Background: an optimization exercise with open tools, aiming at a short achievable clock period and few clock cycles. Do not read the settings as production practice.
In this exercise RTL edits were held to simulation tests only and were not proved equivalent to the original.
Power and IR drop assume default switching activity.

==> inputs of v3 <==
==> flow/design.v <==
package dcache_pkg;
    typedef logic [32-1:0] word_t;
    typedef struct packed {
        logic [26-1:0]      tag;
        logic [3-1:0]    index;
        logic [1-1:0] word_off;
        logic [2-1:0] byte_off;
    } addr_fields_t;
    typedef struct packed {
        logic                            valid;
        logic                            dirty;
        logic [26-1:0]        tag;
        word_t                           data1;   
        word_t                           data0;
    } frame_t;
    typedef struct packed {
        frame_t       way1;
        frame_t       way0;
        logic         mru;   
    } set_t;
    typedef struct packed {
        logic                      ren;
        logic                      wen;
        logic [32-1:0] addr;
        word_t                     wdata;
    } cpu_req_t;
    typedef struct packed {
        logic  dhit;
        word_t load;
        logic  flushed;
    } cpu_rsp_t;
    typedef struct packed {
        logic                      ren;
        logic                      wen;
        logic [32-1:0] addr;
        word_t                     wdata;
    } mem_req_t;
    typedef struct packed {
        logic hit;
        logic way;
        set_t entry;
    } lookup_t;
    typedef struct packed {
        logic                      way;
        logic                      dirty;       
        logic [32-1:0] base_addr;
    } victim_t;
endpackage
`timescale 1ns/1ps
module dcache (
    input  logic        CLK,
    input  logic        nRST,
    input  logic        cpu_ren,
    input  logic        cpu_wen,
    input  logic [31:0] cpu_addr,
    input  logic [31:0] cpu_wdata,
    input  logic        halt,
    output logic        dhit,
    output logic [31:0] load,
    output logic        flushed,
    output logic        mem_ren,
    output logic        mem_wen,
    output logic [31:0] mem_addr,
    output logic [31:0] mem_wdata,
    input  logic        mem_wait,
    input  logic [31:0] mem_rdata
);
    localparam int NF = 16;   
    logic [NF-1:0]        valid_q, dirty_q;
    logic [NF-1:0][25:0]  tag_q;
    logic [NF-1:0][31:0]  d0_q, d1_q;
    logic [7:0]           mru_q;
    logic st_idle, st_resp, st_wb0, st_wb1, st_rd0, st_rd1;
    logic st_fls, st_fl0, st_fl1, st_done;
    logic          hitr_q;    
    logic [NF-1:0] vsel_q;    
    logic          mway_q;    
    logic [31:0]   fill0_q, fill1_q;
    logic [NF-1:0] fcur_q;
    logic        dhit_q, flushed_q, mren_q, mwen_q;
    logic [31:0] load_q, maddr_q, mwdata_q;
    assign dhit      = dhit_q;
    assign load      = load_q;
    assign flushed   = flushed_q;
    assign mem_ren   = mren_q;
    assign mem_wen   = mwen_q;
    assign mem_addr  = maddr_q;
    assign mem_wdata = mwdata_q;
    logic [2:0]  idx;
    logic [25:0] ctag;
    logic        wsel, access;
    logic [7:0]  sdec;
    assign idx    = cpu_addr[5:3];
    assign ctag   = cpu_addr[31:6];
    assign wsel   = cpu_addr[2];
    assign access = cpu_ren | cpu_wen;
    assign sdec   = 8'b1 << idx;
    logic [NF-1:0] match;
    logic          hit0, hit1, hit;
    for (genvar f = 0; f < NF; f++) begin : g_match
        assign match[f] = valid_q[f] & (tag_q[f] == ctag);
    end
    assign hit0 = match[{1'b0, idx}];
    assign hit1 = match[{1'b1, idx}];
    assign hit  = hit0 | hit1;
    logic [NF-1:0] fdirty, flow;
    logic          fany;
    assign fdirty = valid_q & dirty_q;
    assign fany   = |fdirty;
    always_comb begin : p_flow
        logic below;
        below = 1'b0;
        for (int f = 0; f < NF; f++) begin
            flow[f] = fdirty[f] & ~below;
            below   = below | fdirty[f];
        end
    end
    logic          vway;
    logic [NF-1:0] vdec;
    assign vway = ~mru_q[idx];
    assign vdec = vway ? {sdec, 8'b0} : {8'b0, sdec};
    logic [NF-1:0] rsel;
    logic [25:0]   rtag;
    logic [2:0]    ridx;
    logic [31:0]   rd0, rd1;
    always_comb begin
        if (st_fls) rsel = flow;
        else if (st_fl0 | st_fl1) rsel = fcur_q;
        else rsel = vsel_q;
    end
    always_comb begin
        rtag = '0;
        ridx = '0;
        rd0  = '0;
        rd1  = '0;
        for (int f = 0; f < NF; f++) begin
            rtag = rtag | ({26{rsel[f]}} & tag_q[f]);
            ridx = ridx | ({3{rsel[f]}} & f[2:0]);
            rd0  = rd0  | ({32{rsel[f]}} & d0_q[f]);
            rd1  = rd1  | ({32{rsel[f]}} & d1_q[f]);
        end
    end
    logic [7:0]       vdirty_s;
    logic [7:0][25:0] vtag_s;
    logic [7:0][31:0] vd0_s;
    for (genvar s = 0; s < 8; s++) begin : g_victim
        assign vdirty_s[s] = mru_q[s] ? (valid_q[s] & dirty_q[s])
                                      : (valid_q[8 + s] & dirty_q[8 + s]);
        assign vtag_s[s]   = mru_q[s] ? tag_q[s] : tag_q[8 + s];
        assign vd0_s[s]    = mru_q[s] ? d0_q[s] : d0_q[8 + s];
    end
    logic vdirty;
    assign vdirty = vdirty_s[idx];
    logic [31:0] hd0, hd1;
    assign hd0 = wsel ? d1_q[{1'b0, idx}] : d0_q[{1'b0, idx}];
    assign hd1 = wsel ? d1_q[{1'b1, idx}] : d0_q[{1'b1, idx}];
    logic        fl_st, wb_st;
    logic [31:0] hold_addr, adv_addr, hold_data, adv_data;
    assign fl_st     = st_fls | st_fl0 | st_fl1;
    assign wb_st     = st_wb0 | st_wb1;
    assign hold_addr = {(fl_st | wb_st) ? rtag : ctag, fl_st ? ridx : idx,
                        st_wb1 | st_rd1 | st_fl1, 2'b00};
    assign adv_addr  = {(st_fl0 | st_wb0) ? rtag : ctag, fl_st ? ridx : idx,
                        st_wb0 | st_rd0 | st_fl0, 2'b00};
    assign hold_data = (st_wb1 | st_fl1) ? rd1 : rd0;
    assign adv_data  = (st_wb0 | st_fl0) ? rd1 : rd0;
    logic hitreq, miss, mw, halt_go, fdisp;
    assign hitreq  = st_idle & access & hit;
    assign miss    = st_idle & access & ~hit;
    assign halt_go = st_idle & ~access & halt;
    assign mw      = mem_wait;
    logic done_wb0, done_wb1, done_rd0, done_rd1, done_fl0, done_fl1;
    assign done_wb0 = st_wb0 & ~mw;
    assign done_wb1 = st_wb1 & ~mw;
    assign done_rd0 = st_rd0 & ~mw;
    assign done_rd1 = st_rd1 & ~mw;
    assign done_fl0 = st_fl0 & ~mw;
    assign done_fl1 = st_fl1 & ~mw;
    assign fdisp    = st_fls & fany;   
    logic n_wb0, n_wb1, n_rd0, n_rd1, n_fls, n_fl0, n_fl1, n_done;
    assign n_wb0  = (miss & vdirty) | (st_wb0 & mw);
    assign n_wb1  = done_wb0 | (st_wb1 & mw);
    assign n_rd0  = (miss & ~vdirty) | done_wb1 | (st_rd0 & mw);
    assign n_rd1  = done_rd0 | (st_rd1 & mw);
    assign n_fl0  = fdisp | (st_fl0 & mw);
    assign n_fls  = halt_go | (done_fl1 & fany);
    assign n_fl1  = done_fl0 | (st_fl1 & mw);
    assign n_done = ((st_fls | done_fl1) & ~fany) | st_done;
    always_ff @(posedge CLK, negedge nRST) begin
        if (!nRST) begin
            st_idle   <= 1'b1;
            st_resp   <= 1'b0;
            st_wb0    <= 1'b0;
            st_wb1    <= 1'b0;
            st_rd0    <= 1'b0;
            st_rd1    <= 1'b0;
            st_fls    <= 1'b0;
            st_fl0    <= 1'b0;
            st_fl1    <= 1'b0;
            st_done   <= 1'b0;
            dhit_q    <= 1'b0;
            flushed_q <= 1'b0;
            mren_q    <= 1'b0;
            mwen_q    <= 1'b0;
        end
        else begin
            st_idle   <= (st_idle & ~access & ~halt) | st_resp;
            st_resp   <= hitreq | done_rd1;
            st_wb0    <= n_wb0;
            st_wb1    <= n_wb1;
            st_rd0    <= n_rd0;
            st_rd1    <= n_rd1;
            st_fls    <= n_fls;
            st_fl0    <= n_fl0;
            st_fl1    <= n_fl1;
            st_done   <= n_done;
            dhit_q    <= hitreq | done_rd1;
            flushed_q <= n_done;
            mren_q    <= n_rd0 | n_rd1;
            mwen_q    <= n_wb0 | n_wb1 | n_fl0 | n_fl1;
        end
    end
    always_ff @(posedge CLK) begin
        if (st_rd1) load_q <= wsel ? mem_rdata : fill0_q;
        else begin
            load_q[15:0]  <= hit1 ? hd1[15:0] : hd0[15:0];
            load_q[31:16] <= hit0 ? hd0[31:16] : hd1[31:16];
        end
        if (st_idle) begin
            maddr_q  <= {vdirty ? vtag_s[idx] : ctag, idx, 3'b000};
            mwdata_q <= vd0_s[idx];
        end
        else begin
            maddr_q  <= (st_fls | mw) ? hold_addr : adv_addr;
            mwdata_q <= (st_fls | mw) ? hold_data : adv_data;
        end
        if (fdisp) begin
            fcur_q <= flow;
        end
        if (done_rd0) begin
            fill0_q <= mem_rdata;
        end
        if (done_rd1) begin
            fill1_q <= mem_rdata;
        end
        if (st_idle) begin
            vsel_q <= vdec;
            hitr_q <= hit;
            mway_q <= hit ? hit1 : vway;
        end
    end
    logic [31:0] src0, src1;
    logic        wr0, wr1;
    assign src0 = (cpu_wen & ~wsel) ? cpu_wdata : fill0_q;
    assign src1 = (cpu_wen & wsel) ? cpu_wdata : fill1_q;
    assign wr0  = ~hitr_q | (cpu_wen & ~wsel);
    assign wr1  = ~hitr_q | (cpu_wen & wsel);
    for (genvar s = 0; s < 8; s++) begin : g_set
        always_ff @(posedge CLK, negedge nRST) begin
            if (!nRST) begin
                mru_q[s] <= 1'b0;
            end
            else if (st_resp & sdec[s]) begin
                mru_q[s] <= mway_q;
            end
        end
    end
    for (genvar f = 0; f < NF; f++) begin : g_frame
        localparam logic W = f[3];
        logic sel;
        assign sel = st_resp & sdec[f % 8] & (mway_q == W);
        always_ff @(posedge CLK, negedge nRST) begin
            if (!nRST) begin
                valid_q[f] <= 1'b0;
                dirty_q[f] <= 1'b0;
            end
            else begin
                if (sel & ~hitr_q) begin
                    valid_q[f] <= 1'b1;
                    dirty_q[f] <= cpu_wen;
                end
                else if (sel & cpu_wen) begin
                    dirty_q[f] <= 1'b1;
                end
                else if (fdisp & flow[f]) begin
                    dirty_q[f] <= 1'b0;
                end
            end
        end
        always_ff @(posedge CLK) begin
            if (sel & ~hitr_q) begin
                tag_q[f] <= ctag;
            end
            if (sel & wr0) begin
                d0_q[f] <= src0;
            end
            if (sel & wr1) begin
                d1_q[f] <= src1;
            end
        end
    end
endmodule
==> flow/flow/run.sh <==
#!/bin/bash
set -euo pipefail
MARGIN=${REPAIR_SETUP_MARGIN:-7.6}
bash standard.sh synth > synth.log 2>&1
bash standard.sh floorplan > floorplan.log 2>&1
BUFFER_PORTS_ARGS="-buffer_cell sky130_fd_sc_hd__buf_4" bash standard.sh place > place.log 2>&1
SETUP_SLACK_MARGIN=$MARGIN bash standard.sh cts > cts.log 2>&1
SETUP_SLACK_MARGIN=$MARGIN bash standard.sh route > route.log 2>&1
bash standard.sh finish > finish.log 2>&1
==> flow/standard.sh <==
#!/bin/bash
# synth_recipe.tcl (not shown) runs the flow's synth.tcl, then flattens the netlist and writes it again
# the make line also repeats each setting of config.mk as NAME=value (left out here)
make -C /OpenROAD-flow-scripts/flow DESIGN_CONFIG=/design/flow/config.mk WORK_HOME=/design/flow/orfs CLKGATE_MAP_FILE= SYNTH_SCRIPT=/design/flow/synth_recipe.tcl "${@:-finish}"
==> flow/config.mk <==
export PLATFORM = sky130hd
export DESIGN_NAME = dcache
export DESIGN_NICKNAME = dcache
export VERILOG_FILES = /design/flow/design.v
export SDC_FILE = /design/flow/constraint.sdc
export NUM_CORES = 4
export LEC_CHECK = 0
export ABC_CLOCK_PERIOD_IN_PS = 1000
export CAP_MARGIN = 20
export CORE_MARGIN = 2
export CORE_UTILIZATION = 40
export SLEW_MARGIN = 20
==> flow/constraint.sdc <==
create_clock -name core_clock -period 11.0 [get_ports {CLK}]
set_input_delay 2.2000 -clock core_clock [delete_from_list [all_inputs] [get_ports {CLK}]]
set_output_delay 2.2000 -clock core_clock [all_outputs]
set_load 0.01 [all_outputs]
==> v4: changes against v3 <==
--- a/flow/flow/run.sh
+++ b/flow/flow/run.sh
@@ -1,5 +1,5 @@
 #!/bin/bash
 set -euo pipefail
-MARGIN=${REPAIR_SETUP_MARGIN:-7.6}
+MARGIN=${REPAIR_SETUP_MARGIN:-7}
 bash standard.sh synth > synth.log 2>&1
 bash standard.sh floorplan > floorplan.log 2>&1
==> v18: changes against v3 <==
--- a/flow/design.v
+++ b/flow/design.v
@@ -155,14 +155,4 @@
     assign hd0 = wsel ? d1_q[{1'b0, idx}] : d0_q[{1'b0, idx}];
     assign hd1 = wsel ? d1_q[{1'b1, idx}] : d0_q[{1'b1, idx}];
-    logic        fl_st, wb_st;
-    logic [31:0] hold_addr, adv_addr, hold_data, adv_data;
-    assign fl_st     = st_fls | st_fl0 | st_fl1;
-    assign wb_st     = st_wb0 | st_wb1;
-    assign hold_addr = {(fl_st | wb_st) ? rtag : ctag, fl_st ? ridx : idx,
-                        st_wb1 | st_rd1 | st_fl1, 2'b00};
-    assign adv_addr  = {(st_fl0 | st_wb0) ? rtag : ctag, fl_st ? ridx : idx,
-                        st_wb0 | st_rd0 | st_fl0, 2'b00};
-    assign hold_data = (st_wb1 | st_fl1) ? rd1 : rd0;
-    assign adv_data  = (st_wb0 | st_fl0) ? rd1 : rd0;
     logic hitreq, miss, mw, halt_go, fdisp;
     assign hitreq  = st_idle & access & hit;
@@ -231,7 +221,11 @@
             mwdata_q <= vd0_s[idx];
         end
+        else if (st_fls | st_fl0 | st_fl1) begin
+            maddr_q  <= {rtag, ridx, n_fl1, 2'b00};
+            mwdata_q <= n_fl1 ? rd1 : rd0;
+        end
         else begin
-            maddr_q  <= (st_fls | mw) ? hold_addr : adv_addr;
-            mwdata_q <= (st_fls | mw) ? hold_data : adv_data;
+            maddr_q  <= {(n_wb0 | n_wb1) ? rtag : ctag, idx, n_wb1 | n_rd1, 2'b00};
+            mwdata_q <= n_wb1 ? rd1 : rd0;
         end
         if (fdisp) begin
--- a/flow/flow/run.sh
+++ b/flow/flow/run.sh
@@ -1,5 +1,5 @@
 #!/bin/bash
 set -euo pipefail
-MARGIN=${REPAIR_SETUP_MARGIN:-7.6}
+MARGIN=${REPAIR_SETUP_MARGIN:-7}
 bash standard.sh synth > synth.log 2>&1
 bash standard.sh floorplan > floorplan.log 2>&1
==> comparison <==
- In sequential power, v4 and v3 hardly differ.
- Sequential share of layout area, highest first: v4, v18, v3.
- Of v3 and v18, v18 has the higher synthesized area (gap 1.8%, measured against v18).
- Clock skew: v4 < v3 < v18.
Testbench counts of v3, summed over its fixed seeds: cycles 25,594.
Testbench counts of v4, summed over its fixed seeds: cycles 25,594.
Testbench counts of v18, summed over its fixed seeds: cycles 25,594.

==> separate check: timing with driven ports <==
How much do the figures lean on ideal ports? The routed layouts below were timed once more, with nothing changed but the port constraints. Step 1 (the two cells are an assumption about what drives the block):
set clk [get_ports {CLK}]
set_driving_cell -lib_cell sky130_fd_sc_hd__clkbuf_16 $clk
set_driving_cell -lib_cell sky130_fd_sc_hd__buf_2 [delete_from_list [all_inputs] $clk]
Step 2 adds t to the input delays and takes it off the output delays; t is the mean of the earliest and latest rising clock arrival at the registers after step 1. Input paths then give back, and output paths get back, about the clock's delay inside the block. Slacks: ideal / step 1 / step 2; pairs: ideal / step 1.
| run | t, ns | slack for setup (ns) | worst hold slack (ns) | slew at the worst register clock pin (ns) | cell pins on the clock port's net |
|---|---|---|---|---|---|
| v3 | 0.960 | 6.999 / 6.857 / 5.897 | 0.557 / 0.557 / 0.557 | 0.07 / 0.07 | 1 |
| v4 | 0.943 | 6.902 / 6.755 / 5.813 | 0.519 / 0.519 / 0.519 | 0.08 / 0.08 | 1 |
| v18 | 0.935 | 6.845 / 6.861 / 5.926 | 0.494 / 0.494 / 0.494 | 0.07 / 0.07 | 1 |
After both steps every run listed still meets setup and hold. The setup slack of v3, which loses most, moves by -0.142 ns with the drivers and by -1.102 ns with both steps.
